This is an optimization exercise on Yosys and OpenROAD, whose aim is small area, not a production implementation.
In this exercise RTL edits were held to simulation tests only and were not proved equivalent to the original.
Power is estimated from default activity; no workload was simulated.

## maple
Design uart_echo_top, start of the top module:
module uart_echo_top #(
    parameter int CLOCKS_PER_BIT = uart_pkg::CLOCKS_PER_BIT_DEFAULT,
    parameter int FIFO_DEPTH     = uart_pkg::FIFO_DEPTH_DEFAULT
) (
    input  logic clk,
    input  logic i_reset,
    input  logic i_uart_rx,
    output logic o_uart_tx
);
Size: ~2300 cells after synthesis, about 2100 flip-flops, about 4 I/O pins.
clock: 8.0 ns
lec_check: 0
cap_margin: 20
core_margin: 2
core_utilization: 70
cts_buf_list: sky130_fd_sc_hd__clkbuf_8
cts_cluster_diameter: 55
cts_cluster_size: 20
slew_margin: 20
run.sh (not shown) runs the stock make flow with config.mk's settings and CLKGATE_MAP_FILE= SYNTH_SCRIPT=/design/flow/synth_recipe.tcl, a recipe that flattens the netlist after the stock synthesis.
#### Input delta (violet over maple)
- a change of CTS_CLUSTER_DIAMETER from 55 to 60
==> comparison <==
Power: violet draws less than maple
Required time reported for the critical path endpoint: maple vs violet, no meaningful difference
Going from maple to violet, the time the worst path needs with I/O delays and setup was found to have gone up by 27 ps.
Diff maple..violet | post-synth design cell area | negligible
Compared with maple, violet shows a higher sequential share of layout area.
Comparing violet against maple, there is no change at all in number of buffers inserted for hold repair after clock tree synthesis.
Compared with maple, in violet internal reg-to-reg setup slack fell 30 ps; area fraction of clock buffers and clock inverters now sits lower.

---

v8:
Another version of the RTL of uart_echo_top (not shown whole).
Size in the first run: roughly 2500 cells after synthesis, about 2100 flip-flops, roughly 4 I/O pins.
Settings: LEC_CHECK=0, CAP_MARGIN=20, CORE_MARGIN=2, CORE_UTILIZATION=80, CTS_BUF_LIST=sky130_fd_sc_hd__clkbuf_8, CTS_CLUSTER_DIAMETER=80, CTS_CLUSTER_SIZE=16, SLEW_MARGIN=20; clock period 8.0 ns.
v8 did not finish: a tool error stopped it during detailed placement.
What v23 does differently from v8 at the input level:
# v8
export LEC_CHECK = 0
export CAP_MARGIN = 20
export CORE_MARGIN = 2
export CORE_UTILIZATION = 80
export CTS_BUF_LIST = sky130_fd_sc_hd__clkbuf_8
export CTS_CLUSTER_DIAMETER = 80
export CTS_CLUSTER_SIZE = 16
export SLEW_MARGIN = 20
create_clock -name core_clock -period 8.0 [get_ports {clk}]
# v23
export LEC_CHECK = 0
export CAP_MARGIN = 20
export CORE_MARGIN = 2
export CORE_UTILIZATION = 40
export SLEW_MARGIN = 20
create_clock -name core_clock -period 8.0 [get_ports {clk}]
## What came out
Port buffer count came out exactly the same in v23 and v8.
v8 and v23 ended up with roughly the same number of flops mapped to enable cells by yosys.
v23: done, clean on timing, DRC and antenna
Measured against v8, the width of the die of v23 comes out at 1.4 times the reference value.
Modified inputs, v10 compared to v23
# v23
export LEC_CHECK = 0
export CAP_MARGIN = 20
export CORE_MARGIN = 2
export CORE_UTILIZATION = 40
export SLEW_MARGIN = 20
create_clock -name core_clock -period 8.0 [get_ports {clk}]
# v10
export LEC_CHECK = 0
export CAP_MARGIN = 20
export CORE_MARGIN = 2
export CORE_UTILIZATION = 65
export CTS_BUF_LIST = sky130_fd_sc_hd__clkbuf_8
export CTS_CLUSTER_DIAMETER = 80
export CTS_CLUSTER_SIZE = 16
export SLEW_MARGIN = 20
create_clock -name core_clock -period 8.0 [get_ports {clk}]
Notes after the runs:
Fmax | v10 vs v23 | v10 faster. Going from v23 to v10, worst stage delay on the critical path shows a reduction of 370 ps, die footprint now smaller, final clock period utilization by the worst path lower, total inserted antenna cells higher, average detailed-routed wire length per instance picked up an extra 1.6 um. Re flop and latch count out of synthesis: no difference whatsoever between v10 and v23. Looking at final estimated routing congestion in global placement across v10 and v23, the one that comes out higher is v23. In the flow results for v10 and v23, the clock-buffer cell count is smaller on v10.
> inputs changed (v10 -> v25)
# v10
export LEC_CHECK = 0
export CAP_MARGIN = 20
export CORE_MARGIN = 2
export CORE_UTILIZATION = 65
export CTS_BUF_LIST = sky130_fd_sc_hd__clkbuf_8
export CTS_CLUSTER_DIAMETER = 80
export CTS_CLUSTER_SIZE = 16
export SLEW_MARGIN = 20
create_clock -name core_clock -period 8.0 [get_ports {clk}]
# v25
export LEC_CHECK = 0
export CAP_MARGIN = 20
export CORE_MARGIN = 2
export CORE_UTILIZATION = 65
export CTS_BUF_LIST = sky130_fd_sc_hd__clkbuf_16
export CTS_CLUSTER_DIAMETER = 80
export CTS_CLUSTER_SIZE = 20
export SLEW_MARGIN = 20
create_clock -name core_clock -period 8.0 [get_ports {clk}]
==> run summary <==
Die area: v25 vs v10, no meaningful difference. Diff v25..v10 | hold slack | negligible. The run with more setup slack is v25; v10 has less. As of v25, design area had risen slightly compared to v10. Changes observed in v25 relative to v10: total wire length after detailed routing went up, detailed-route via count increased 76. v25 vs. v10: overall power after layout climbed about 7%, cell count fell by 46, flip-flop and latch area now sits at about the same level.

afterwards: timing with drivers on the ports:
How much do the figures lean on ideal ports? The routed layouts below were timed once more, with nothing changed but the port constraints.
Step 1 (the two cells are an assumption about what drives the block):
set clk [get_ports {clk}]
set_driving_cell -lib_cell sky130_fd_sc_hd__clkbuf_16 $clk
set_driving_cell -lib_cell sky130_fd_sc_hd__buf_2 [delete_from_list [all_inputs] $clk]
Step 2 also shifts input and output timing later by t, the mid clock arrival at the registers, as if the neighbouring blocks saw the same clock.
Slacks: ideal ports / drivers / drivers and shift; pairs: ideal ports / drivers.
| run | shift t [ns] | setup slack, ns | worst setup path at the end | slew at the worst register clock pin (ns) | pins driven straight from the clock port |
|---|---|---|---|---|---|
| maple | 0.781 | 3.974 / 3.919 / 4.700 | register to output | 0.11 / 0.11 | 1 |
| violet | 0.772 | 3.947 / 3.894 / 4.667 | register to output | 0.12 / 0.12 | 1 |
| v23 | 0.795 | 4.586 / 4.586 / 4.586 | register to register | 0.07 / 0.07 | 1 |
| v10 | 0.840 | 4.684 / 4.626 / 4.427 | input to register | 0.11 / 0.11 | 1 |
| v25 | 0.737 | 4.816 / 4.751 / 4.415 | input to register | 0.11 / 0.11 | 1 |
After both steps setup and hold are still met in every run listed. The setup slack of v25, which loses most, moves by -0.065 ns with the drivers and by -0.401 ns with both steps.
